From an optimization exercise on the open Yosys and OpenROAD flow, aimed at small area, a short achievable clock period and few clock cycles per item; shortcuts taken in it are not production practice.
Function was checked by simulation only, so behaviour that the tests miss may differ from the original.

## flow/design.v (module list and top-level ports; edited modules follow where they fit)
// module epcg_sine_rom: 8 lines
// module epcg_divider: 94 lines
// module epcg_outbuf: 42 lines
// module epcg_gain: 10 lines
// module epcg_m1_tree: 1636 lines
// module epcg_m2_tree: 1730 lines
// module equal_power_crossfade_gain: 336 lines
module equal_power_crossfade_gain (
  input  logic        clk,
  input  logic        rst_n,
  input  logic        in_valid,
  output logic        in_ready,
  input  logic        in_kind,
  input  logic [15:0] in_duration_frames,
  input  logic        in_has_out_track,
  input  logic        in_has_in_track,
  input  logic [16:0] in_out_start_level,
  input  logic [16:0] in_out_end_level,
  input  logic [16:0] in_in_start_level,
  input  logic [16:0] in_in_end_level,
  input  logic [16:0] in_out_clip_rate,
  input  logic [16:0] in_in_clip_rate,
  output logic        out_valid,
  input  logic        out_ready,
  output logic [7:0]  out_out_gain,
  output logic [7:0]  out_in_gain,
  output logic        out_out_valid,
  output logic        out_in_valid,
  output logic        out_stop_out,
  output logic        out_fade_done,
  output logic        out_fading,
  input  logic        cfg_valid,
  output logic        cfg_ready,
  input  logic [1:0]  cfg_index,
  input  logic [16:0] cfg_data
);
  // ...
==> flow/run.sh <==
#!/bin/bash
# synth_recipe.tcl (not shown) runs the flow's synth.tcl, then flattens the netlist and writes it again
# the make line also repeats each setting of config.mk as NAME=value (left out here)
make -C /OpenROAD-flow-scripts/flow DESIGN_CONFIG=/design/flow/config.mk WORK_HOME=/design/flow/orfs CLKGATE_MAP_FILE= SYNTH_SCRIPT=/design/flow/synth_recipe.tcl finish
==> flow/config.mk <==
export PLATFORM = sky130hd
export DESIGN_NAME = equal_power_crossfade_gain
export DESIGN_NICKNAME = equal_power_crossfade_gain
export VERILOG_FILES = /design/flow/design.v
export SDC_FILE = /design/flow/constraint.sdc
export NUM_CORES = 4
export LEC_CHECK = 0
export CAP_MARGIN = 20
export CORE_MARGIN = 2
export CORE_UTILIZATION = 40
export SLEW_MARGIN = 20
export SYNTH_MEMORY_MAX_BITS = 16384
==> flow/constraint.sdc <==
create_clock -name core_clock -period 12.0 [get_ports {clk}]
set_input_delay 2.4000 -clock core_clock [delete_from_list [all_inputs] [get_ports {clk}]]
set_output_delay 2.4000 -clock core_clock [all_outputs]
set_load 0.01 [all_outputs]
==> flow_summary.yaml, run 1 <==
run_status:
  status: "timing/DRC/antenna clean"
yosys:
  synth_warnings: 3
  yosysMostFrequentCell: "inv_1"
  synthTopCellsByArea: "edfxtp_1, fa_1, dfxtp_1"
  synth-simple-area-share: 0.150
  synthAdderAreaFrac: 0.272
setup_path:
  crit_slowest_cell: "a2111oi_0"
  cp-startpoint: "f_si[13]"
clock_tree:
  cts_resized: 0
  htree_levels: 4
finish:
  drive_gt1_frac: 0.0497
  n_antenna_cell: 8
  seq_share: 0.301
  clockBufferCount: 210
hold_path:
  min_path_cells: 0
drt:
  wl_met1_um: 141000
timing:
  final.setup.tns_ns: 0
  slew_violations: 0
  holdWs_ns: 0.325
placed_design:
  dp.cells: 14400
job:
  maxCapViolCount: 0
die:
  die_y_um: 521
global_routing:
  use_met3: 0.0371
  met1_usage: 0.317
Testbench counts, summed over its fixed seeds: cycles 6,835, items 5,760.
==> module epcg_divider, before the edit <==
module epcg_divider (
  input  logic        clk,
  input  logic        rst_n,
  input  logic        load,
  input  logic [15:0] len,      
  input  logic [17:0] dlo,      
  input  logic [17:0] dli,      
  output logic [15:0] len_q,    
  output logic [17:0] dlo_q,    
  output logic [17:0] dli_q,
  output logic [16:0] q0,
  output logic [15:0] r0,
  output logic [32:0] dqo,
  output logic [32:0] dqi,
  output logic        done
);
  logic [3:0]  cnt;
  logic [15:0] len_r;
  logic [17:0] len3_r;
  logic [17:0] dlo_r, dli_r;
  logic [15:0] rem;
  logic [16:0] quo;
  logic [1:0]  dig_r;
  logic        dig_v;
  logic [32:0] acc_o, acc_i;
  logic [17:0] rem4;
  logic [18:0] s1, s2, s3;
  logic [1:0]  dig;
  logic [15:0] rem_nxt;
  assign rem4 = {rem, 2'b00};
  assign s1 = {1'b0, rem4} - {3'b000, len_r};
  assign s2 = {1'b0, rem4} - {2'b00, len_r, 1'b0};
  assign s3 = {1'b0, rem4} - {1'b0, len3_r};
  always_comb begin
    if (!s3[18]) begin
      dig = 2'd3; rem_nxt = s3[15:0];
    end else if (!s2[18]) begin
      dig = 2'd2; rem_nxt = s2[15:0];
    end else if (!s1[18]) begin
      dig = 2'd1; rem_nxt = s1[15:0];
    end else begin
      dig = 2'd0; rem_nxt = rem4[15:0];
    end
  end
  logic [32:0] xo, xi;
  assign xo = ({33{dig_r[1]}} & {{14{dlo_r[17]}}, dlo_r, 1'b0}) +
              ({33{dig_r[0]}} & {{15{dlo_r[17]}}, dlo_r});
  assign xi = ({33{dig_r[1]}} & {{14{dli_r[17]}}, dli_r, 1'b0}) +
              ({33{dig_r[0]}} & {{15{dli_r[17]}}, dli_r});
  logic one;
  assign one = (len == 16'd1);
  always_ff @(posedge clk) begin
    if (!rst_n) begin
      cnt   <= '0;
      dig_v <= 1'b0;
    end else if (load) begin
      cnt   <= 4'd9;
      dig_v <= 1'b0;
    end else if (cnt != 4'd0) begin
      cnt   <= cnt - 4'd1;
      dig_v <= (cnt >= 4'd2);
    end
  end
  always_ff @(posedge clk) begin
    if (load) begin
      len_r  <= len;
      len3_r <= {2'b00, len} + {1'b0, len, 1'b0};
      dlo_r  <= dlo;
      dli_r  <= dli;
      rem    <= one ? 16'd0 : 16'd1;
      quo    <= {16'd0, one};
      acc_o  <= one ? {{15{dlo[17]}}, dlo} : 33'd0;
      acc_i  <= one ? {{15{dli[17]}}, dli} : 33'd0;
    end else begin
      if (cnt >= 4'd2) begin
        rem   <= rem_nxt;
        quo   <= {quo[14:0], dig};
        dig_r <= dig;
      end
      if (dig_v) begin
        acc_o <= {acc_o[30:0], 2'b00} + xo;
        acc_i <= {acc_i[30:0], 2'b00} + xi;
      end
    end
  end
  assign len_q = len_r;
  assign dlo_q = dlo_r;
  assign dli_q = dli_r;
  assign q0   = quo;
  assign r0   = rem;
  assign dqo  = acc_o;
  assign dqi  = acc_i;
  assign done = (cnt == 4'd0);
endmodule
==> module epcg_gain, before the edit <==
module epcg_gain (
  input  logic [35:0] x,
  output logic [7:0]  g
);
  logic [16:0] v;
  logic [24:0] s;
  assign v = (x[35:16] > 20'd65536) ? 17'd65536 : x[32:16];
  assign s = {v, 8'd0} - {8'd0, v} + 25'd32768;
  assign g = s[23:16];
endmodule
==> module equal_power_crossfade_gain, before the edit <==
module equal_power_crossfade_gain (
  input  logic        clk,
  input  logic        rst_n,
  input  logic        in_valid,
  output logic        in_ready,
  input  logic        in_kind,
  input  logic [15:0] in_duration_frames,
  input  logic        in_has_out_track,
  input  logic        in_has_in_track,
  input  logic [16:0] in_out_start_level,
  input  logic [16:0] in_out_end_level,
  input  logic [16:0] in_in_start_level,
  input  logic [16:0] in_in_end_level,
  input  logic [16:0] in_out_clip_rate,
  input  logic [16:0] in_in_clip_rate,
  output logic        out_valid,
  input  logic        out_ready,
  output logic [7:0]  out_out_gain,
  output logic [7:0]  out_in_gain,
  output logic        out_out_valid,
  output logic        out_in_valid,
  output logic        out_stop_out,
  output logic        out_fade_done,
  output logic        out_fading,
  input  logic        cfg_valid,
  output logic        cfg_ready,
  input  logic [1:0]  cfg_index,
  input  logic [16:0] cfg_data
);
  localparam int QD = 16;    
  localparam int NO = 7;     
  logic [16:0] m_r, b_r;
  logic [17:0] mb_r;         
  logic [2:0]  cw_cnt;       
  logic        cw_hold, cw_kpass;
  assign cfg_ready = 1'b1;
  always_ff @(posedge clk) begin
    if (!rst_n) begin
      m_r    <= 17'd65536;
      b_r    <= 17'd58982;
      cw_cnt <= '0;
    end else begin
      if (cfg_valid) begin
        if (cfg_index == 2'd0) m_r <= cfg_data;
        if (cfg_index == 2'd1) b_r <= cfg_data;
      end
      if (cfg_valid) cw_cnt <= 3'd4;
      else if (cw_cnt != 3'd0) cw_cnt <= cw_cnt - 3'd1;
    end
  end
  assign cw_hold  = (cw_cnt >= 3'd2);
  assign cw_kpass = (cw_cnt == 3'd1);
  logic [QD-1:0] q_kind;
  logic [3:0]    q_rd, q_wr;
  logic [4:0]    q_cnt;
  logic          in_ready_r;
  logic          acc, head_k, issue, iss_start, iss_tick;
  assign in_ready = in_ready_r;
  assign acc      = in_valid & in_ready_r;
  assign head_k   = q_kind[q_rd];
  logic        hold_v;
  logic [15:0] h_len;
  logic        h_ho, h_hi;
  logic [16:0] h_os, h_oe, h_is, h_ie, h_or, h_ir;
  logic        dset_v, dset_load;
  logic        d_ho, d_hi;
  logic [16:0] d_os, d_is, d_or, d_ir;
  logic [15:0] dv_len;
  logic [17:0] dv_dlo, dv_dli;
  logic [16:0] dv_q0;
  logic [15:0] dv_r0;
  logic [32:0] dv_dqo, dv_dqi;
  logic        dv_done;
  always_ff @(posedge clk) begin
    if (acc & in_kind) begin
      h_len <= in_duration_frames;
      h_ho  <= in_has_out_track;
      h_hi  <= in_has_in_track;
      h_os  <= in_out_start_level;
      h_oe  <= in_out_end_level;
      h_is  <= in_in_start_level;
      h_ie  <= in_in_end_level;
      h_or  <= in_out_clip_rate;
      h_ir  <= in_in_clip_rate;
    end
    if (dset_load) begin
      d_ho <= h_ho;
      d_hi <= h_hi;
      d_os <= h_os;
      d_is <= h_is;
      d_or <= h_or;
      d_ir <= h_ir;
    end
  end
  epcg_divider u_div (
    .clk   (clk),
    .rst_n (rst_n),
    .load  (dset_load),
    .len   (h_len),
    .dlo   ({1'b0, h_oe} - {1'b0, h_os}),
    .dli   ({1'b0, h_ie} - {1'b0, h_is}),
    .len_q (dv_len),
    .dlo_q (dv_dlo),
    .dli_q (dv_dli),
    .q0    (dv_q0),
    .r0    (dv_r0),
    .dqo   (dv_dqo),
    .dqi   (dv_dqi),
    .done  (dv_done)
  );
  logic [2:0] ocnt;          
  logic       out_pop;
  assign issue     = (q_cnt != 5'd0) && (ocnt != 3'(NO)) && !cw_hold && (!head_k || (dset_v && dv_done));
  assign iss_start = issue & head_k;
  assign iss_tick  = issue & ~head_k;
  assign dset_load = hold_v & (~dset_v | iss_start);
  logic       hold_v_nxt, dset_v_nxt;
  logic [4:0] q_cnt_nxt;
  assign hold_v_nxt = (acc & in_kind) | (hold_v & ~dset_load);
  assign dset_v_nxt = dset_load | (dset_v & ~iss_start);
  assign q_cnt_nxt  = q_cnt + 5'(acc) - 5'(issue);
  always_ff @(posedge clk) begin
    if (!rst_n) begin
      q_rd       <= '0;
      q_wr       <= '0;
      q_cnt      <= '0;
      hold_v     <= 1'b0;
      dset_v     <= 1'b0;
      ocnt       <= '0;
      in_ready_r <= 1'b1;
    end else begin
      if (acc) q_wr <= q_wr + 4'd1;
      if (issue) q_rd <= q_rd + 4'd1;
      q_cnt      <= q_cnt_nxt;
      hold_v     <= hold_v_nxt;
      dset_v     <= dset_v_nxt;
      ocnt       <= ocnt + 3'(issue) - 3'(out_pop);
      in_ready_r <= (q_cnt_nxt != 5'(QD)) & ~(hold_v_nxt & dset_v_nxt);
    end
  end
  always_ff @(posedge clk) begin
    if (acc) q_kind[q_wr] <= in_kind;
  end
  logic        act_r, fo_r, fi_r;
  logic [15:0] len_r, r0_r, rr_r;
  logic [16:0] q0_r, u_r;           
  logic [32:0] po_r, pi_r;          
  logic [17:0] dlo_r, dli_r;
  logic [32:0] dqo_r, dqi_r;
  logic [16:0] ro_r, ri_r;          
  logic [16:0] rsum;
  logic [17:0] rdif;
  logic        cy, done;
  logic [16:0] u0, u1, u_new;
  logic [32:0] po0, po1, pi0, pi1, po_new, pi_new;
  assign rsum  = {1'b0, rr_r} + {1'b0, r0_r};
  assign rdif  = {1'b0, rsum} - {2'b00, len_r};
  assign cy    = ~rdif[17];
  assign u0    = u_r + q0_r;
  assign u1    = u_r + q0_r + 17'd1;
  assign u_new = cy ? u1 : u0;
  assign done  = u_new[16] & u_new[7];       
  assign po0   = po_r + dqo_r;
  assign po1   = po_r + dqo_r + {{15{dlo_r[17]}}, dlo_r};
  assign pi0   = pi_r + dqi_r;
  assign pi1   = pi_r + dqi_r + {{15{dli_r[17]}}, dli_r};
  assign po_new = cy ? po1 : po0;
  assign pi_new = cy ? pi1 : pi0;
  always_ff @(posedge clk) begin
    if (!rst_n) begin
      act_r <= 1'b0;
    end else if (iss_start) begin
      act_r <= (dv_len != 16'd0);
    end else if (iss_tick & act_r & done) begin
      act_r <= 1'b0;
    end
  end
  always_ff @(posedge clk) begin
    if (iss_start) begin
      len_r <= dv_len;
      q0_r  <= dv_q0;
      r0_r  <= dv_r0;
      rr_r  <= '0;
      u_r   <= 17'd128;
      fo_r  <= d_ho;
      fi_r  <= d_hi;
      po_r  <= {d_os, 16'h8000};
      pi_r  <= {d_is, 16'h8000};
      dlo_r <= dv_dlo;
      dli_r <= dv_dli;
      dqo_r <= dv_dqo;
      dqi_r <= dv_dqi;
      ro_r  <= d_or;
      ri_r  <= d_ir;
    end else if (iss_tick & act_r) begin
      rr_r <= cy ? rdif[15:0] : rsum[15:0];
      u_r  <= u_new;
      po_r <= po_new;
      pi_r <= pi_new;
    end
  end
  logic        b_v, c_v, d_v, e_v, f_v;
  logic        b_k, c_k, d_k;
  logic        c_kw, d_kw;          
  logic [4:0]  b_fl, c_fl, d_fl, e_fl, f_fl;
  logic [8:0]  b_idx;
  logic [16:0] b_lo, b_li;
  logic [17:0] c_ao, c_ai;
  logic [16:0] c_bo, c_bi;
  logic [34:0] d_so1, d_co1, d_si1, d_ci1;
  logic [16:0] e_lo, e_li;
  logic [35:0] f_so, f_co, f_si, f_ci;
  logic [18:0] ko_r, ki_r;
  always_ff @(posedge clk) begin
    if (!rst_n) begin
      b_v <= 1'b0;
      c_v <= 1'b0;
      d_v <= 1'b0;
      e_v <= 1'b0;
      f_v <= 1'b0;
    end else begin
      b_v <= issue;
      c_v <= b_v;
      d_v <= c_v;
      e_v <= d_v;
      f_v <= e_v;
    end
  end
  logic tk_act;
  assign tk_act = iss_tick & act_r;
  always_ff @(posedge clk) begin
    b_k   <= head_k;
    b_idx <= u_new[16:8];
    b_lo  <= iss_start ? d_or : po_new[32:16];
    b_li  <= iss_start ? d_ir : pi_new[32:16];
    b_fl  <= {tk_act & fo_r, tk_act & fi_r, tk_act & done & fo_r, tk_act & done,
              iss_start ? (dv_len != 16'd0) : (tk_act & ~done)};
  end
  logic [16:0] w_sin, w_cos;
  epcg_sine_rom u_rom (.idx(b_idx), .sin_v(w_sin), .cos_v(w_cos));
  always_ff @(posedge clk) begin
    c_k  <= b_k;
    c_kw <= b_v ? b_k : cw_kpass;
    c_fl <= b_fl;
    if (!b_v && cw_kpass) begin
      c_ao <= mb_r;
      c_bo <= ro_r;
    end else if (!b_v) begin
      c_ao <= {1'b0, m_r};
      c_bo <= b_r;
    end else if (b_k) begin
      c_ao <= mb_r;
      c_bo <= b_lo;
    end else begin
      c_ao <= {1'b0, b_lo};
      c_bo <= w_cos;
    end
    if (!b_v) begin
      c_ai <= mb_r;
      c_bi <= ri_r;
    end else if (b_k) begin
      c_ai <= mb_r;
      c_bi <= b_li;
    end else begin
      c_ai <= {1'b0, b_li};
      c_bi <= w_sin;
    end
  end
  logic [34:0] m1o_s, m1o_c, m1i_s, m1i_c;
  epcg_m1_tree u_m1o (.a(c_ao), .b(c_bo), .s(m1o_s), .c(m1o_c));
  epcg_m1_tree u_m1i (.a(c_ai), .b(c_bi), .s(m1i_s), .c(m1i_c));
  always_ff @(posedge clk) begin
    d_k   <= c_k;
    d_kw  <= c_kw;
    d_fl  <= c_fl;
    d_so1 <= m1o_s;
    d_co1 <= m1o_c;
    d_si1 <= m1i_s;
    d_ci1 <= m1i_c;
  end
  logic [34:0] p1o, p1i;
  assign p1o = d_so1 + d_co1;
  assign p1i = d_si1 + d_ci1;
  always_ff @(posedge clk) begin
    if (!rst_n) begin
      mb_r <= 18'd58982;
    end else if (!d_v && !d_kw) begin
      mb_r <= p1o[33:16];
    end
  end
  always_ff @(posedge clk) begin
    if (d_kw) begin
      ko_r <= p1o[34:16];
      ki_r <= p1i[34:16];
    end
    e_fl <= d_fl;
    e_lo <= p1o[32:16];
    e_li <= p1i[32:16];
  end
  logic [35:0] m2o_s, m2o_c, m2i_s, m2i_c;
  epcg_m2_tree u_m2o (.a(ko_r), .b(e_lo), .s(m2o_s), .c(m2o_c));
  epcg_m2_tree u_m2i (.a(ki_r), .b(e_li), .s(m2i_s), .c(m2i_c));
  always_ff @(posedge clk) begin
    f_fl <= e_fl;
    f_so <= m2o_s;
    f_co <= m2o_c;
    f_si <= m2i_s;
    f_ci <= m2i_c;
  end
  logic [35:0] p2o, p2i;
  logic [7:0]  g_o, g_i, go_raw, gi_raw;
  assign p2o = f_so + f_co;
  assign p2i = f_si + f_ci;
  epcg_gain u_go (.x(p2o), .g(go_raw));
  epcg_gain u_gi (.x(p2i), .g(gi_raw));
  assign g_o = f_fl[4] ? go_raw : 8'd0;
  assign g_i = f_fl[3] ? gi_raw : 8'd0;
  logic [20:0] o_d;
  epcg_outbuf #(.W(21), .D(NO - 1)) u_out (
    .clk       (clk),
    .rst_n     (rst_n),
    .in_v      (f_v),
    .in_d      ({g_o, g_i, f_fl}),
    .out_ready (out_ready),
    .o_v       (out_valid),
    .o_d       (o_d),
    .pop       (out_pop)
  );
  assign out_out_gain  = o_d[20:13];
  assign out_in_gain   = o_d[12:5];
  assign out_out_valid = o_d[4];
  assign out_in_valid  = o_d[3];
  assign out_stop_out  = o_d[2];
  assign out_fade_done = o_d[1];
  assign out_fading    = o_d[0];
endmodule
==> run 2: changes to the inputs <==
--- a/flow/design.v
+++ b/flow/design.v
@@ -55,9 +55,9 @@
     end
   end
-  logic [32:0] xo, xi;
-  assign xo = ({33{dig_r[1]}} & {{14{dlo_r[17]}}, dlo_r, 1'b0}) +
-              ({33{dig_r[0]}} & {{15{dlo_r[17]}}, dlo_r});
-  assign xi = ({33{dig_r[1]}} & {{14{dli_r[17]}}, dli_r, 1'b0}) +
-              ({33{dig_r[0]}} & {{15{dli_r[17]}}, dli_r});
+  logic [32:0] xo1, xo2, xi1, xi2;
+  assign xo2 = {33{dig_r[1]}} & {{14{dlo_r[17]}}, dlo_r, 1'b0};
+  assign xo1 = {33{dig_r[0]}} & {{15{dlo_r[17]}}, dlo_r};
+  assign xi2 = {33{dig_r[1]}} & {{14{dli_r[17]}}, dli_r, 1'b0};
+  assign xi1 = {33{dig_r[0]}} & {{15{dli_r[17]}}, dli_r};
   logic one;
   assign one = (len == 16'd1);
@@ -91,6 +91,6 @@
       end
       if (dig_v) begin
-        acc_o <= {acc_o[30:0], 2'b00} + xo;
-        acc_i <= {acc_i[30:0], 2'b00} + xi;
+        acc_o <= {acc_o[30:0], 2'b00} + xo2 + xo1;
+        acc_i <= {acc_i[30:0], 2'b00} + xi2 + xi1;
       end
     end
@@ -148,10 +148,8 @@
 endmodule
 module epcg_gain (
-  input  logic [35:0] x,
+  input  logic [16:0] v,
   output logic [7:0]  g
 );
-  logic [16:0] v;
   logic [24:0] s;
-  assign v = (x[35:16] > 20'd65536) ? 17'd65536 : x[32:16];
   assign s = {v, 8'd0} - {8'd0, v} + 25'd32768;
   assign g = s[23:16];
@@ -3553,5 +3551,5 @@
 );
   localparam int QD = 16;    
-  localparam int NO = 7;     
+  localparam int NO = 8;     
   logic [16:0] m_r, b_r;
   logic [17:0] mb_r;         
@@ -3576,5 +3574,4 @@
   assign cw_kpass = (cw_cnt == 3'd1);
   logic [QD-1:0] q_kind;
-  logic [3:0]    q_rd, q_wr;
   logic [4:0]    q_cnt;
   logic          in_ready_r;
@@ -3582,5 +3579,5 @@
   assign in_ready = in_ready_r;
   assign acc      = in_valid & in_ready_r;
-  assign head_k   = q_kind[q_rd];
+  assign head_k   = q_kind[0];
   logic        hold_v;
   logic [15:0] h_len;
@@ -3633,7 +3630,7 @@
     .done  (dv_done)
   );
-  logic [2:0] ocnt;          
+  logic [3:0] ocnt;          
   logic       out_pop;
-  assign issue     = (q_cnt != 5'd0) && (ocnt != 3'(NO)) && !cw_hold && (!head_k || (dset_v && dv_done));
+  assign issue     = (q_cnt != 5'd0) && (ocnt != 4'(NO)) && !cw_hold && (!head_k || (dset_v && dv_done));
   assign iss_start = issue & head_k;
   assign iss_tick  = issue & ~head_k;
@@ -3646,6 +3643,4 @@
   always_ff @(posedge clk) begin
     if (!rst_n) begin
-      q_rd       <= '0;
-      q_wr       <= '0;
       q_cnt      <= '0;
       hold_v     <= 1'b0;
@@ -3654,18 +3649,23 @@
       in_ready_r <= 1'b1;
     end else begin
-      if (acc) q_wr <= q_wr + 4'd1;
-      if (issue) q_rd <= q_rd + 4'd1;
       q_cnt      <= q_cnt_nxt;
       hold_v     <= hold_v_nxt;
       dset_v     <= dset_v_nxt;
-      ocnt       <= ocnt + 3'(issue) - 3'(out_pop);
+      ocnt       <= ocnt + 4'(issue) - 4'(out_pop);
       in_ready_r <= (q_cnt_nxt != 5'(QD)) & ~(hold_v_nxt & dset_v_nxt);
     end
   end
   always_ff @(posedge clk) begin
-    if (acc) q_kind[q_wr] <= in_kind;
+    for (int i = 0; i < QD; i++) begin
+      if (acc && (5'(i) == q_cnt - 5'(issue)))
+        q_kind[i] <= in_kind;
+      else if (issue)
+        q_kind[i] <= (i == QD - 1) ? 1'b0 : q_kind[i + 1];
+    end
   end
   logic        act_r, fo_r, fi_r;
-  logic [15:0] len_r, r0_r, rr_r;
+  logic [15:0] r0_r;
+  logic [16:0] r0ml_r;               
+  logic [16:0] x_r;                  
   logic [16:0] q0_r, u_r;           
   logic [32:0] po_r, pi_r;          
@@ -3673,22 +3673,13 @@
   logic [32:0] dqo_r, dqi_r;
   logic [16:0] ro_r, ri_r;          
-  logic [16:0] rsum;
-  logic [17:0] rdif;
   logic        cy, done;
-  logic [16:0] u0, u1, u_new;
-  logic [32:0] po0, po1, pi0, pi1, po_new, pi_new;
-  assign rsum  = {1'b0, rr_r} + {1'b0, r0_r};
-  assign rdif  = {1'b0, rsum} - {2'b00, len_r};
-  assign cy    = ~rdif[17];
-  assign u0    = u_r + q0_r;
-  assign u1    = u_r + q0_r + 17'd1;
-  assign u_new = cy ? u1 : u0;
-  assign done  = u_new[16] & u_new[7];       
-  assign po0   = po_r + dqo_r;
-  assign po1   = po_r + dqo_r + {{15{dlo_r[17]}}, dlo_r};
-  assign pi0   = pi_r + dqi_r;
-  assign pi1   = pi_r + dqi_r + {{15{dli_r[17]}}, dli_r};
-  assign po_new = cy ? po1 : po0;
-  assign pi_new = cy ? pi1 : pi0;
+  logic [16:0] u_new, x_new;
+  logic [32:0] po_new, pi_new;
+  assign cy     = ~x_r[16];
+  assign x_new  = x_r + (cy ? r0ml_r : {1'b0, r0_r});
+  assign u_new  = u_r + q0_r + {16'd0, cy};
+  assign done   = u_new[16] & u_new[7];       
+  assign po_new = po_r + dqo_r + ({33{cy}} & {{15{dlo_r[17]}}, dlo_r});
+  assign pi_new = pi_r + dqi_r + ({33{cy}} & {{15{dli_r[17]}}, dli_r});
   always_ff @(posedge clk) begin
     if (!rst_n) begin
@@ -3702,21 +3693,21 @@
   always_ff @(posedge clk) begin
     if (iss_start) begin
-      len_r <= dv_len;
-      q0_r  <= dv_q0;
-      r0_r  <= dv_r0;
-      rr_r  <= '0;
-      u_r   <= 17'd128;
-      fo_r  <= d_ho;
-      fi_r  <= d_hi;
-      po_r  <= {d_os, 16'h8000};
-      pi_r  <= {d_is, 16'h8000};
-      dlo_r <= dv_dlo;
-      dli_r <= dv_dli;
-      dqo_r <= dv_dqo;
-      dqi_r <= dv_dqi;
-      ro_r  <= d_or;
-      ri_r  <= d_ir;
+      q0_r   <= dv_q0;
+      r0_r   <= dv_r0;
+      r0ml_r <= {1'b0, dv_r0} - {1'b0, dv_len};
+      x_r    <= {1'b0, dv_r0} - {1'b0, dv_len};
+      u_r    <= 17'd128;
+      fo_r   <= d_ho;
+      fi_r   <= d_hi;
+      po_r   <= {d_os, 16'h8000};
+      pi_r   <= {d_is, 16'h8000};
+      dlo_r  <= dv_dlo;
+      dli_r  <= dv_dli;
+      dqo_r  <= dv_dqo;
+      dqi_r  <= dv_dqi;
+      ro_r   <= d_or;
+      ri_r   <= d_ir;
     end else if (iss_tick & act_r) begin
-      rr_r <= cy ? rdif[15:0] : rsum[15:0];
+      x_r  <= x_new;
       u_r  <= u_new;
       po_r <= po_new;
@@ -3833,17 +3824,29 @@
   end
   logic [35:0] p2o, p2i;
-  logic [7:0]  g_o, g_i, go_raw, gi_raw;
+  logic [16:0] g_vo, g_vi;
+  logic [4:0]  g_fl;
+  logic        g_v;
   assign p2o = f_so + f_co;
   assign p2i = f_si + f_ci;
-  epcg_gain u_go (.x(p2o), .g(go_raw));
-  epcg_gain u_gi (.x(p2i), .g(gi_raw));
-  assign g_o = f_fl[4] ? go_raw : 8'd0;
-  assign g_i = f_fl[3] ? gi_raw : 8'd0;
+  always_ff @(posedge clk) begin
+    if (!rst_n) g_v <= 1'b0;
+    else        g_v <= f_v;
+  end
+  always_ff @(posedge clk) begin
+    g_fl <= f_fl;
+    g_vo <= (p2o[35:16] > 20'd65536) ? 17'd65536 : p2o[32:16];
+    g_vi <= (p2i[35:16] > 20'd65536) ? 17'd65536 : p2i[32:16];
+  end
+  logic [7:0]  g_o, g_i, go_raw, gi_raw;
+  epcg_gain u_go (.v(g_vo), .g(go_raw));
+  epcg_gain u_gi (.v(g_vi), .g(gi_raw));
+  assign g_o = g_fl[4] ? go_raw : 8'd0;
+  assign g_i = g_fl[3] ? gi_raw : 8'd0;
   logic [20:0] o_d;
   epcg_outbuf #(.W(21), .D(NO - 1)) u_out (
     .clk       (clk),
     .rst_n     (rst_n),
-    .in_v      (f_v),
-    .in_d      ({g_o, g_i, f_fl}),
+    .in_v      (g_v),
+    .in_d      ({g_o, g_i, g_fl}),
     .out_ready (out_ready),
     .o_v       (out_valid),
==> run 2 against run 1 <==
  * Global-route usage fell by 0.58 points
  * Synthesized cell count fell by 5.6%
  * Clock-buffer cell count rose by 11
  * Maximum frequency rose by 39%
  * Die area fell by 1.5%
  * Sequential share of layout area rose by 1.7 points
  * Non-clock buffer count rose by 3
  * Register-to-register slack improved by 1.9 ns
  * Critical path depth fell by 12
==> flow_summary.yaml, run 2 <==
run_status:
  status: "timing/DRC/antenna clean"
drt:
  drc: 0
  viasPerCell: 5.51
  wl_per_cell_um: 23.3
  postRouteAntennaNets: 0
  vias: 77800
  postRouteWirelength_um: 329000
  drtIter0Drc: 7170
  dr.pass1.iters: 6
die:
  ioPinCount: 169
  die_y_um: 517
  start_util: 0.402
  dieArea_sq_mm: 0.268
  core_sq_mm: 0.262
  num_rows: 188
  die_w_um: 517
setup_path:
  slowest_delay_ns: 0.47
  crit_slowest_cell: "a2111oi_0"
  critPathMaxFanout: 25
  worst-setup-path-type: "reg2reg"
  path_cells: "buf_4 > buf_4 > nor2b_1 > fa_1 > ha_1 > fa_1 > a21o_1 > a21o_1 > a21oi_1 > o21ai_1 > a211oi_1 > o31ai_1 > a2111oi_0 > nor3_1 > a21oi_1 > xnor2_1 > a22o_1"
  worstPathArrival_ns: 5.59
  worst-path-buf-inv: 2
  end_kind: "flip-flop"
  crit_family: "compound AO/OA/AOI/OAI gates"
  worstPathRequired_ns: 12.60
  cp-start-kind: "flip-flop"
yosys:
  postSynthNetCount: 12300
  synthAdderAreaFrac: 0.281
  syn-instance-count: 10500
  synth_compound_area_frac: 0.118
  yosysMostFrequentCell: "nand2_1"
  synth_top_family_by_area: "adder cells"
  yosys.area.top_type_share: 0.229
  muxShareOfSynthArea: 0.0196
  ys_seq_elements: 1444
  synthTopCellsByArea: "edfxtp_1, fa_1, dfxtp_1"
  async_reset_ff_frac: 0
  ys_seq_area_frac: 0.351
  synth_enable_flop_cells: 805
  synthTopCellsByCount: "nand2_1, inv_1, fa_1"
  synth_warnings: 3
  netlist_area_sq_mm: 0.105
  synth-simple-area-share: 0.143
  synth_cell_types: 100
  synthFlopType: "edfxtp_1"
  synthXorXnorAreaFrac: 0.0229
  yosys.area.top_type: "edfxtp_1"
  syn_area_per_cell_sq_um: 10.1
timing:
  hold_violations: 0
  holdWs_ns: 0.299
  final.setup.tns_ns: 0
  setup_violations: 0
  period_minus_slack_ns: 5.00
  slew_violations: 0
  worst_slew_pin_slew_ns: 1.27
  skew_ns: 0.0399
  post-route-period-util: 0.416
  rsz0062_at_grt: "false"
  max_freq_mhz: 200
  maxSlewHeadroom: 0.150
clock_tree:
  postCtsSetupBuffers: 0
  cts_tree: "yes"
  clk_latency_ns: 0.82
  cts_resized: 0
  postCtsHoldBufs: 0
  clk_path_buf_depth: 3
  htree_levels: 4
  cts.sinks: 1444
  cts_inserted_buffers: 165
  cts_root_buf: "clkbuf_16"
  clkTransAtPathRegs_ns: 0.06
global_routing:
  grt_overflow: 0
  grt_pass1_wl_um: 499000
  first_global_vias: 80000
  grt_antenna_before_repair: 28
  grt_usage: 0.246
  grt_start_max_net_pins: 157
finish:
  drive_gt1_frac: 0.0555
  largest_register_ffs: 147
  finalNetCount: 12300
  top_register: "u_out.mem"
  area_growth_pct: 10.5
  final_common_cell: "nand2_1"
  layout_common_cells: "nand2_1, inv_1, fa_1"
  instances_no_fill: 14100
placed_design:
  hpwl_um: 241000
  io_buffers: 167
  dp.cells: 13800
  gp_congestion: 1.05
job:
  maxCapViolCount: 0
hold_path:
  hold_class: "reg2reg"
run 2: cell count changes after synthesis, sizes merged, moves of 29 or more:
cell	delta
mux2	+36
a22o	+29
ha	-67
inv	-257
o21ai	-155
fa	+63
nor3	+29
edfxtp	+39
a21oi	-117
xnor2	-42
and2	-230
xor2	-46
nand2	+136
run 2: per-stage QoR:
| step | instance area (sq um) | util | setup slack, ns |
|---|---|---|---|
| after CTS | 116000 | 0.444 | 6.99 |
| after global placement | 111000 | 0.422 | 6.66 |
| after global routing | 116000 | 0.444 | 6.67 |
| final | 116000 | 0.444 | 7.00 |
| after floorplan | 105000 | - | 3.89 |
| after detailed placement | 111000 | 0.422 | 6.58 |
run 2: final cells by class:
cell class | count | area [sq um]
diodes | 8 | 20.0
clock inverters | 86 | 1040
inverters | 1315 | 4950
repair buffers | 296 | 2660
clock buffers | 221 | 4620
well taps | 3515 | 4400
flip-flops and latches | 1444 | 37000
fillers | 24500 | 146000
multi-input cells | 7226 | 61800
run 2: metal layers:
metal	share of wire	GRT usage	vias to the layer above
li1	-	-	35000
met1	0.42	0.328	38900
met2	0.45	0.382	3104
met3	0.072	0.0430	772
met4	0.059	0.127	12
met5	0.00029	0	-
run 2: final timing paths:
| check | start | endpoint | slack [ns] | cells past startpoint |
|---|---|---|---|---|
| max | x_r[16] | pi_r[31] | 7.00 | 17 |
| min | f_fl[2] | g_fl[2] | 0.30 | 0 |
| max reg2reg | x_r[16] | pi_r[31] | 7.00 | 17 |
| min reg2reg | f_fl[2] | g_fl[2] | 0.30 | 0 |
run 2: cells by family after synthesis:
family | after synthesis
AO/OA/AOI/OAI | 1921
multiplexers | 162
other | 1
flip-flops | 1444
buffers and inverters | 1797
AND/OR/NAND/NOR | 3178
XOR/XNOR | 275
adder cells (fa/ha/maj) | 1689
Testbench counts of run 2, summed over its fixed seeds: cycles 6,883, items 5,760.
==> run 3: changes to the inputs <==
--- a/flow/design.v
+++ b/flow/design.v
@@ -25,5 +25,6 @@
   output logic [32:0] dqo,
   output logic [32:0] dqi,
-  output logic        done
+  output logic        done,
+  output logic        done_nxt    
 );
   logic [3:0]  cnt;
@@ -55,9 +56,12 @@
     end
   end
+  logic [17:0] bo, bi;
   logic [32:0] xo1, xo2, xi1, xi2;
-  assign xo2 = {33{dig_r[1]}} & {{14{dlo_r[17]}}, dlo_r, 1'b0};
-  assign xo1 = {33{dig_r[0]}} & {{15{dlo_r[17]}}, dlo_r};
-  assign xi2 = {33{dig_r[1]}} & {{14{dli_r[17]}}, dli_r, 1'b0};
-  assign xi1 = {33{dig_r[0]}} & {{15{dli_r[17]}}, dli_r};
+  assign bo  = {~dlo_r[17], dlo_r[16:0]};
+  assign bi  = {~dli_r[17], dli_r[16:0]};
+  assign xo2 = {13'd0, {19{dig_r[1]}} & {bo, 1'b0}};
+  assign xo1 = {15'd0, {18{dig_r[0]}} & bo};
+  assign xi2 = {13'd0, {19{dig_r[1]}} & {bi, 1'b0}};
+  assign xi1 = {15'd0, {18{dig_r[0]}} & bi};
   logic one;
   assign one = (len == 16'd1);
@@ -82,6 +86,6 @@
       rem    <= one ? 16'd0 : 16'd1;
       quo    <= {16'd0, one};
-      acc_o  <= one ? {{15{dlo[17]}}, dlo} : 33'd0;
-      acc_i  <= one ? {{15{dli[17]}}, dli} : 33'd0;
+      acc_o  <= one ? {15'd0, ~dlo[17], dlo[16:0]} : 33'd0;
+      acc_i  <= one ? {15'd0, ~dli[17], dli[16:0]} : 33'd0;
     end else begin
       if (cnt >= 4'd2) begin
@@ -101,7 +105,8 @@
   assign q0   = quo;
   assign r0   = rem;
-  assign dqo  = acc_o;
-  assign dqi  = acc_i;
+  assign dqo  = acc_o - {quo[15:0], 17'd0};
+  assign dqi  = acc_i - {quo[15:0], 17'd0};
   assign done = (cnt == 4'd0);
+  assign done_nxt = ~load & (cnt <= 4'd1);
 endmodule
 module epcg_outbuf #(
@@ -3555,5 +3560,5 @@
   logic [17:0] mb_r;         
   logic [2:0]  cw_cnt;       
-  logic        cw_hold, cw_kpass;
+  logic        cw_kpass;
   assign cfg_ready = 1'b1;
   always_ff @(posedge clk) begin
@@ -3562,5 +3567,7 @@
       b_r    <= 17'd58982;
       cw_cnt <= '0;
+      cwh_r  <= 1'b0;
     end else begin
+      cwh_r  <= cfg_valid | (cw_cnt >= 3'd3);
       if (cfg_valid) begin
         if (cfg_index == 2'd0) m_r <= cfg_data;
@@ -3571,5 +3578,4 @@
     end
   end
-  assign cw_hold  = (cw_cnt >= 3'd2);
   assign cw_kpass = (cw_cnt == 3'd1);
   logic [QD-1:0] q_kind;
@@ -3592,5 +3598,5 @@
   logic [15:0] dv_r0;
   logic [32:0] dv_dqo, dv_dqi;
-  logic        dv_done;
+  logic        dv_done, dv_done_nxt;
   always_ff @(posedge clk) begin
     if (acc & in_kind) begin
@@ -3628,12 +3634,14 @@
     .dqo   (dv_dqo),
     .dqi   (dv_dqi),
-    .done  (dv_done)
+    .done  (dv_done),
+    .done_nxt (dv_done_nxt)
   );
   logic [3:0] ocnt;          
   logic       out_pop;
-  assign issue     = (q_cnt != 5'd0) && (ocnt != 4'(NO)) && !cw_hold && (!head_k || (dset_v && dv_done));
+  logic q_ne_r, cr_r, cwh_r, so_r;
+  assign issue     = q_ne_r & cr_r & ~cwh_r & (~head_k | so_r);
   assign iss_start = issue & head_k;
   assign iss_tick  = issue & ~head_k;
-  assign dset_load = hold_v & (~dset_v | iss_start);
+  assign dset_load = hold_v & ~dset_v;
   logic       hold_v_nxt, dset_v_nxt;
   logic [4:0] q_cnt_nxt;
@@ -3641,4 +3649,6 @@
   assign dset_v_nxt = dset_load | (dset_v & ~iss_start);
   assign q_cnt_nxt  = q_cnt + 5'(acc) - 5'(issue);
+  logic [3:0] ocnt_nxt;
+  assign ocnt_nxt   = ocnt + 4'(issue) - 4'(out_pop);
   always_ff @(posedge clk) begin
     if (!rst_n) begin
@@ -3647,4 +3657,7 @@
       dset_v     <= 1'b0;
       ocnt       <= '0;
+      q_ne_r     <= 1'b0;
+      cr_r       <= 1'b1;
+      so_r       <= 1'b0;
       in_ready_r <= 1'b1;
     end else begin
@@ -3652,5 +3665,8 @@
       hold_v     <= hold_v_nxt;
       dset_v     <= dset_v_nxt;
-      ocnt       <= ocnt + 4'(issue) - 4'(out_pop);
+      ocnt       <= ocnt_nxt;
+      q_ne_r     <= (q_cnt_nxt != 5'd0);
+      cr_r       <= (ocnt_nxt != 4'(NO));
+      so_r       <= dset_v_nxt & dv_done_nxt;
       in_ready_r <= (q_cnt_nxt != 5'(QD)) & ~(hold_v_nxt & dset_v_nxt);
     end
@@ -3665,9 +3681,9 @@
   end
   logic        act_r, fo_r, fi_r;
-  logic [15:0] r0_r;
+  logic [15:0] r0_r, n_r;           
   logic [16:0] r0ml_r;               
   logic [16:0] x_r;                  
   logic [16:0] q0_r, u_r;           
-  logic [32:0] po_r, pi_r;          
+  logic [15:0] plo_r, pli_r;        
   logic [17:0] dlo_r, dli_r;
   logic [32:0] dqo_r, dqi_r;
@@ -3675,11 +3691,11 @@
   logic        cy, done;
   logic [16:0] u_new, x_new;
-  logic [32:0] po_new, pi_new;
-  assign cy     = ~x_r[16];
-  assign x_new  = x_r + (cy ? r0ml_r : {1'b0, r0_r});
-  assign u_new  = u_r + q0_r + {16'd0, cy};
-  assign done   = u_new[16] & u_new[7];       
-  assign po_new = po_r + dqo_r + ({33{cy}} & {{15{dlo_r[17]}}, dlo_r});
-  assign pi_new = pi_r + dqi_r + ({33{cy}} & {{15{dli_r[17]}}, dli_r});
+  logic [17:0] plo_new, pli_new;    
+  assign cy      = ~x_r[16];
+  assign x_new   = x_r + (cy ? r0ml_r : {1'b0, r0_r});
+  assign u_new   = u_r + q0_r + {16'd0, cy};
+  assign done    = (n_r == 16'd1);
+  assign plo_new = {2'b00, plo_r} + {2'b00, dqo_r[15:0]} + {2'b00, {16{cy}} & dlo_r[15:0]};
+  assign pli_new = {2'b00, pli_r} + {2'b00, dqi_r[15:0]} + {2'b00, {16{cy}} & dli_r[15:0]};
   always_ff @(posedge clk) begin
     if (!rst_n) begin
@@ -3698,8 +3714,9 @@
       x_r    <= {1'b0, dv_r0} - {1'b0, dv_len};
       u_r    <= 17'd128;
+      n_r    <= dv_len;
       fo_r   <= d_ho;
       fi_r   <= d_hi;
-      po_r   <= {d_os, 16'h8000};
-      pi_r   <= {d_is, 16'h8000};
+      plo_r  <= 16'h8000;
+      pli_r  <= 16'h8000;
       dlo_r  <= dv_dlo;
       dli_r  <= dv_dli;
@@ -3709,8 +3726,9 @@
       ri_r   <= d_ir;
     end else if (iss_tick & act_r) begin
-      x_r  <= x_new;
-      u_r  <= u_new;
-      po_r <= po_new;
-      pi_r <= pi_new;
+      x_r   <= x_new;
+      u_r   <= u_new;
+      n_r   <= n_r - 16'd1;
+      plo_r <= plo_new[15:0];
+      pli_r <= pli_new[15:0];
     end
   end
@@ -3720,5 +3738,6 @@
   logic [4:0]  b_fl, c_fl, d_fl, e_fl, f_fl;
   logic [8:0]  b_idx;
-  logic [16:0] b_lo, b_li;
+  logic        b_act, b_c;
+  logic [1:0]  b_coo, b_coi;
   logic [17:0] c_ao, c_ai;
   logic [16:0] c_bo, c_bi;
@@ -3747,6 +3766,8 @@
     b_k   <= head_k;
     b_idx <= u_new[16:8];
-    b_lo  <= iss_start ? d_or : po_new[32:16];
-    b_li  <= iss_start ? d_ir : pi_new[32:16];
+    b_act <= tk_act;
+    b_c   <= cy;
+    b_coo <= plo_new[17:16];
+    b_coi <= pli_new[17:16];
     b_fl  <= {tk_act & fo_r, tk_act & fi_r, tk_act & done & fo_r, tk_act & done,
               iss_start ? (dv_len != 16'd0) : (tk_act & ~done)};
@@ -3754,4 +3775,17 @@
   logic [16:0] w_sin, w_cos;
   epcg_sine_rom u_rom (.idx(b_idx), .sin_v(w_sin), .cos_v(w_cos));
+  logic [16:0] pho_r, phi_r;        
+  logic [16:0] b_lo, b_li;
+  assign b_lo = pho_r + dqo_r[32:16] + ({17{b_c}} & {{15{dlo_r[17]}}, dlo_r[17:16]}) + {15'd0, b_coo};
+  assign b_li = phi_r + dqi_r[32:16] + ({17{b_c}} & {{15{dli_r[17]}}, dli_r[17:16]}) + {15'd0, b_coi};
+  always_ff @(posedge clk) begin
+    if (iss_start) begin
+      pho_r <= d_os;
+      phi_r <= d_is;
+    end else if (b_v & b_act) begin
+      pho_r <= b_lo;
+      phi_r <= b_li;
+    end
+  end
   always_ff @(posedge clk) begin
     c_k  <= b_k;
@@ -3766,5 +3800,5 @@
     end else if (b_k) begin
       c_ao <= mb_r;
-      c_bo <= b_lo;
+      c_bo <= ro_r;
     end else begin
       c_ao <= {1'b0, b_lo};
@@ -3776,5 +3810,5 @@
     end else if (b_k) begin
       c_ai <= mb_r;
-      c_bi <= b_li;
+      c_bi <= ri_r;
     end else begin
       c_ai <= {1'b0, b_li};
==> run 3 against run 2 <==
  * Non-clock buffer count up 5
  * Die area down 0.79%
  * Critical path type unchanged
  * Routed wire length down 0.59%
  * Critical path depth up 1
  * Still clean on timing, DRC and antenna
  * Via count down 1.4%
  * Final cell count down 0.63%
==> flow_summary.yaml, run 3 <==
setup_path:
  cp-start-kind: "flip-flop"
  crit_slowest_cell: "a21boi_0"
  worst-setup-path-type: "reg2reg"
  slowest_delay_ns: 0.53
  end_kind: "flip-flop"
  worstPathRequired_ns: 12.68
  critPathMaxFanout: 36
  worst-path-buf-inv: 3
  worstPathArrival_ns: 5.83
  path_cells: "buf_4 > nand2_1 > fa_1 > inv_1 > ha_1 > inv_1 > fa_1 > nor2b_1 > o21ai_0 > a21boi_0 > o21ai_0 > a21boi_0 > o21ai_0 > a21boi_0 > o31a_1 > o2111ai_1 > or3_1 > a21oi_1"
  crit_family: "compound AO/OA/AOI/OAI gates"
  ff2ff_setup_slack_ns: 6.85
yosys:
  ys_seq_elements: 1436
  synth_cell_types: 92
  async_reset_ff_frac: 0
  synthFlopType: "edfxtp_1"
  netlist_area_sq_mm: 0.105
  syn-instance-count: 10500
  postSynthNetCount: 12300
  yosys.area.top_type: "edfxtp_1"
  syn_area_per_cell_sq_um: 9.99
  yosysMostFrequentCell: "nand2_1"
  synthTopCellsByCount: "nand2_1, inv_1, fa_1"
  synthTopCellsByArea: "edfxtp_1, fa_1, dfxtp_1"
  synth_enable_flop_cells: 821
  synth_warnings: 3
  ys_seq_area_frac: 0.354
  yosys.area.top_type_share: 0.236
global_routing:
  first_global_vias: 79600
  use_met3: 0.0427
  grt_antenna_before_repair: 9
  top_usage_layer: "met2"
  grt_pass1_wl_um: 493000
  met1_usage: 0.312
  grt_start_max_net_pins: 124
  grt_usage: 0.246
  use_met2: 0.401
  grt_overflow: 0
finish:
  top_register: "u_out.mem"
  finalNetCount: 12300
  layout_common_cells: "nand2_1, inv_1, fa_1"
  largest_register_ffs: 147
  area_growth_pct: 10.6
  final_common_cell: "nand2_1"
  drive_gt1_frac: 0.0506
timing:
  maxSlewHeadroom: 0.199
  skew_ns: 0.0744
  rsz0062_at_grt: "false"
  period_minus_slack_ns: 5.15
  max_freq_mhz: 194
  setup_violations: 0
  slew_violations: 0
  final.setup.tns_ns: 0
  hold_violations: 0
  post-route-period-util: 0.429
  worst_slew_pin_slew_ns: 1.19
clock_tree:
  clk_latency_ns: 0.88
  postCtsHoldBufs: 0
  cts_resized: 0
  clk_path_buf_depth: 3
  cts_tree: "yes"
  clkTransAtPathRegs_ns: 0.06
  cts_inserted_buffers: 165
  htree_levels: 4
  postCtsSetupBuffers: 0
  cts_root_buf: "clkbuf_16"
  cts.sinks: 1436
hold_path:
  hold_class: "reg2reg"
die:
  num_rows: 187
  ioPinCount: 169
  die_y_um: 515
  core_sq_mm: 0.260
  die_w_um: 515
  dieArea_sq_mm: 0.265
  start_util: 0.402
drt:
  viasPerCell: 5.47
  postRouteWirelength_um: 327000
  drtIter0Drc: 5911
  postRouteAntennaNets: 0
  dr.pass1.iters: 9
  wl_per_cell_um: 23.3
  drc: 0
  vias: 76700
job:
  maxCapViolCount: 0
placed_design:
  gp_congestion: 1.08
  hpwl_um: 238000
  io_buffers: 167
run_status:
  status: "timing/DRC/antenna clean"
run 3: cell type report:
type	instances	area [sq um]
Multi-Input combinational cell	7198	60800
Antenna cell	6	15.0
Inverter	1370	5160
Clock buffer	226	4620
Tap cell	3402	4260
Timing Repair Buffer	301	2710
Sequential cell	1436	37000
Clock inverter	83	1070
Fill cell	24600	144000
run 3: path summary, 6_finish.rpt:
| path | from | depth (start not counted) | endpoint |
|---|---|---|---|
| hold / removal | c_fl[4] | 0 | d_fl[4] |
| setup / recovery | u_div.dig_r[0] | 18 | u_div.acc_o[32] |
| hold reg to reg | c_fl[4] | 0 | d_fl[4] |
| setup reg to reg | u_div.dig_r[0] | 18 | u_div.acc_o[32] |
run 3: metrics by stage:
| step | setup slack (ns) | std cells | cell area, sq um | hold WS (ns) | util |
|---|---|---|---|---|---|
| finish | 6.85 | 14000 | 116000 | 0.326 | 0.445 |
| global route | 6.46 | 14000 | 116000 | 0.330 | 0.445 |
| CTS | 6.91 | 14000 | 116000 | 0.317 | 0.445 |
| global placement | 6.31 | 13700 | 110000 | 0.311 | 0.423 |
| floorplan | 4.65 | 10500 | 105000 | 0.310 | - |
| detailed placement | 6.27 | 13700 | 110000 | 0.312 | 0.423 |
run 3: per-layer routing:
metal,share of wire,vias to the layer above
li1,-,34700
met4,0.058,6
met5,0.00013,-
met1,0.41,38500
met2,0.46,2745
met3,0.067,738
run 3: cell families after synthesis:
group                    after synthesis  synth area share
buffers and inverters               1833            0.0661
other                                  1         0.0000359
AO/OA/AOI/OAI                       1766             0.106
XOR/XNOR                             322            0.0270
flip-flops                          1436             0.354
AND/OR/NAND/NOR                     3270             0.147
multiplexers                         139            0.0168
adder cells (fa/ha/maj)             1700             0.283
Testbench counts of run 3, summed over its fixed seeds: cycles 6,903, items 5,760.
==> run 4: changes to the inputs <==
--- a/flow/config.mk
+++ b/flow/config.mk
@@ -8,5 +8,5 @@
 export CAP_MARGIN = 20
 export CORE_MARGIN = 2
-export CORE_UTILIZATION = 40
+export CORE_UTILIZATION = 60
 export SLEW_MARGIN = 20
 export SYNTH_MEMORY_MAX_BITS = 16384
==> run 4 against run 3 <==
  * Core utilization up 21 points
  * Setup slack worse by 0.17 ns
  * Die area down 33%
  * Area after synthesis unchanged
  * First-iteration DRC count up 29%
  * Routed wire length down 0.58%
  * Maximum frequency down 3.1%
  * Sequential share of layout area up 0.49 points
  * Critical path depth down 7
  * Final cell count down 7.9%
==> flow_summary.yaml, run 4 <==
run_status:
  status: "timing/DRC/antenna clean"
yosys:
  netlist_area_sq_mm: 0.105
  synth_warnings: 3
  synth_cell_types: 92
  synth_enable_flop_cells: 821
  yosysMostFrequentCell: "nand2_1"
  yosys.area.top_type: "edfxtp_1"
  postSynthNetCount: 12300
  ys_seq_area_frac: 0.354
  syn_area_per_cell_sq_um: 9.99
  synthFlopType: "edfxtp_1"
  yosys.area.top_type_share: 0.236
  async_reset_ff_frac: 0
  ys_seq_elements: 1436
  syn-instance-count: 10500
  synthTopCellsByCount: "nand2_1, inv_1, fa_1"
  synthTopCellsByArea: "edfxtp_1, fa_1, dfxtp_1"
global_routing:
  grt_pass1_wl_um: 495000
  grt_antenna_before_repair: 19
  first_global_vias: 81400
  grt_usage: 0.368
  grt_overflow: 0
  grt_start_max_net_pins: 166
job:
  maxCapViolCount: 0
setup_path:
  crit_slowest_cell: "ha_1"
  worst-path-buf-inv: 2
  worst-setup-path-type: "reg2reg"
  path_cells: "buf_4 > inv_1 > ha_1 > nor2b_1 > nor3_1 > a311oi_1 > a21oi_1 > mux4_2 > o21ai_1 > a22o_1 > a22o_1"
  slowest_delay_ns: 0.92
  worstPathArrival_ns: 6.09
  cp-start-kind: "flip-flop"
  end_kind: "flip-flop"
  critPathMaxFanout: 27
  crit_top_cell: "a22o_1"
  crit_family: "compound AO/OA/AOI/OAI gates"
  worstPathRequired_ns: 12.77
clock_tree:
  clkTransAtPathRegs_ns: 0.06
  cts.sinks: 1436
  postCtsSetupBuffers: 0
  cts_root_buf: "clkbuf_16"
  htree_levels: 4
  postCtsHoldBufs: 0
  cts_resized: 0
  cts_inserted_buffers: 154
  cts_tree: "yes"
  clk_path_buf_depth: 3
  clk_latency_ns: 0.86
finish:
  finalNetCount: 12300
  largest_register_ffs: 147
  area_growth_pct: 8.94
  final_common_cell: "nand2_1"
  top_register: "u_out.mem"
  layout_common_cells: "nand2_1, inv_1, fa_1"
  drive_gt1_frac: 0.0503
  instances_no_fill: 12900
drt:
  drc: 0
  vias: 78300
  postRouteWirelength_um: 325000
  dr.pass1.iters: 8
  viasPerCell: 6.06
  drtIter0Drc: 7614
  wl_per_cell_um: 25.1
  postRouteAntennaNets: 0
die:
  ioPinCount: 169
  core_sq_mm: 0.173
  dieArea_sq_mm: 0.178
  num_rows: 153
  die_w_um: 421
  start_util: 0.603
  die_y_um: 421
placed_design:
  hpwl_um: 235000
  io_buffers: 167
  gp_congestion: 1.09
  dp.cells: 12600
timing:
  maxSlewHeadroom: 0.154
  hold_violations: 0
  final.setup.tns_ns: 0
  slew_violations: 0
  period_minus_slack_ns: 5.32
  worst_slew_pin_slew_ns: 1.26
  post-route-period-util: 0.443
  max_freq_mhz: 188
  setup_violations: 0
  rsz0062_at_grt: "false"
  skew_ns: 0.0524
hold_path:
  hold_class: "reg2reg"
==> run 4: changes by cell type in the layout (fill, tap and decap cells not counted), sizes merged <==
cell | previous run | this run
buf | 135 | 128
bufinv | 11 | 12
clkbuf | 226 | 193
clkinv | 51 | 65
clkinvlp | 13 | 7
diode | 6 | 9
inv | 1378 | 1380
==> run 4: final cells by class <==
class,count,area (sq um)
Antenna cell,9,22.5
Tap cell,2325,2910
Timing Repair Buffer,294,2650
Clock buffer,193,4260
Sequential cell,1436,37000
Multi-Input combinational cell,7198,60800
Inverter,1370,5160
Clock inverter,94,1110
Fill cell,13600,59600
==> run 4: path summary, 6_finish.rpt <==
check / to / startpoint / slack, ns / cells after the start
worst min register to register: g_fl[4] / f_fl[4] / 0.32 / 0
worst min-delay path: g_fl[4] / f_fl[4] / 0.32 / 0
worst max-delay path: c_bo[8] / b_idx[0] / 6.68 / 11
worst max register to register: c_bo[8] / b_idx[0] / 6.68 / 11
==> run 4: metal layers <==
layer,global-route usage,part of all wire,vias up
met1,0.471,0.38,39000
met5,0,0.00015,-
met2,0.585,0.46,3755
met3,0.0746,0.088,886
met4,0.211,0.066,8
li1,-,-,34700
==> run 4: cell families after synthesis <==
kind of cell               count (synthesis)  share of synthesized area
other                                      1                  0.0000359
AOI/OAI and AO/OA                       1766                      0.106
xor gates and xnor gates                 322                     0.0270
muxes                                    139                     0.0168
adders and majority gates               1700                      0.283
buffers and inverters                   1833                     0.0661
DFF                                     1436                      0.354
and+or+nand+nor                         3270                      0.147
==> run 4: per-stage QoR <==
step | hold slack (ns) | area (sq um) | setup WS (ns) | util
floorplan | 0.310 | 105000 | 4.65 | -
global placement | 0.311 | 108000 | 6.51 | 0.625
detailed placement | 0.312 | 108000 | 6.42 | 0.625
CTS | 0.323 | 114000 | 7.00 | 0.656
global route | 0.328 | 114000 | 6.55 | 0.656
finish | 0.320 | 114000 | 6.68 | 0.657

==> static timing again, ports no longer ideal <==
In the flow no input, the clock included, has a driving cell. The finished layouts below were timed again as built, in two steps. Step 1 (the two cells are an assumption about what drives the block):
set clk [get_ports {clk}]
set_driving_cell -lib_cell sky130_fd_sc_hd__clkbuf_16 $clk
set_driving_cell -lib_cell sky130_fd_sc_hd__buf_2 [delete_from_list [all_inputs] $clk]
Step 2 moves the port delays by t, midway between the first and last clock arrival at a register: inputs arrive t later, outputs are due t later. That takes back most of the time a late clock gives input paths. a / b / c = ideal / step 1 / step 2; a / b = the first two.
| run | shift t [ns] | slack for setup (ns) | cell pins on the clock port's net |
|---|---|---|---|
| run 1 | 0.936 | 5.056 / 5.056 / 5.056 | 1 |
| run 2 | 0.912 | 7.004 / 7.004 / 6.594 | 1 |
| run 3 | 0.927 | 6.850 / 6.850 / 6.302 | 1 |
| run 4 | 0.931 | 6.683 / 6.683 / 6.403 | 1 |
After both steps every run listed still meets setup and hold. The setup slack of run 3, which loses most, moves by 0.000 ns with the drivers and by -0.548 ns with both steps.
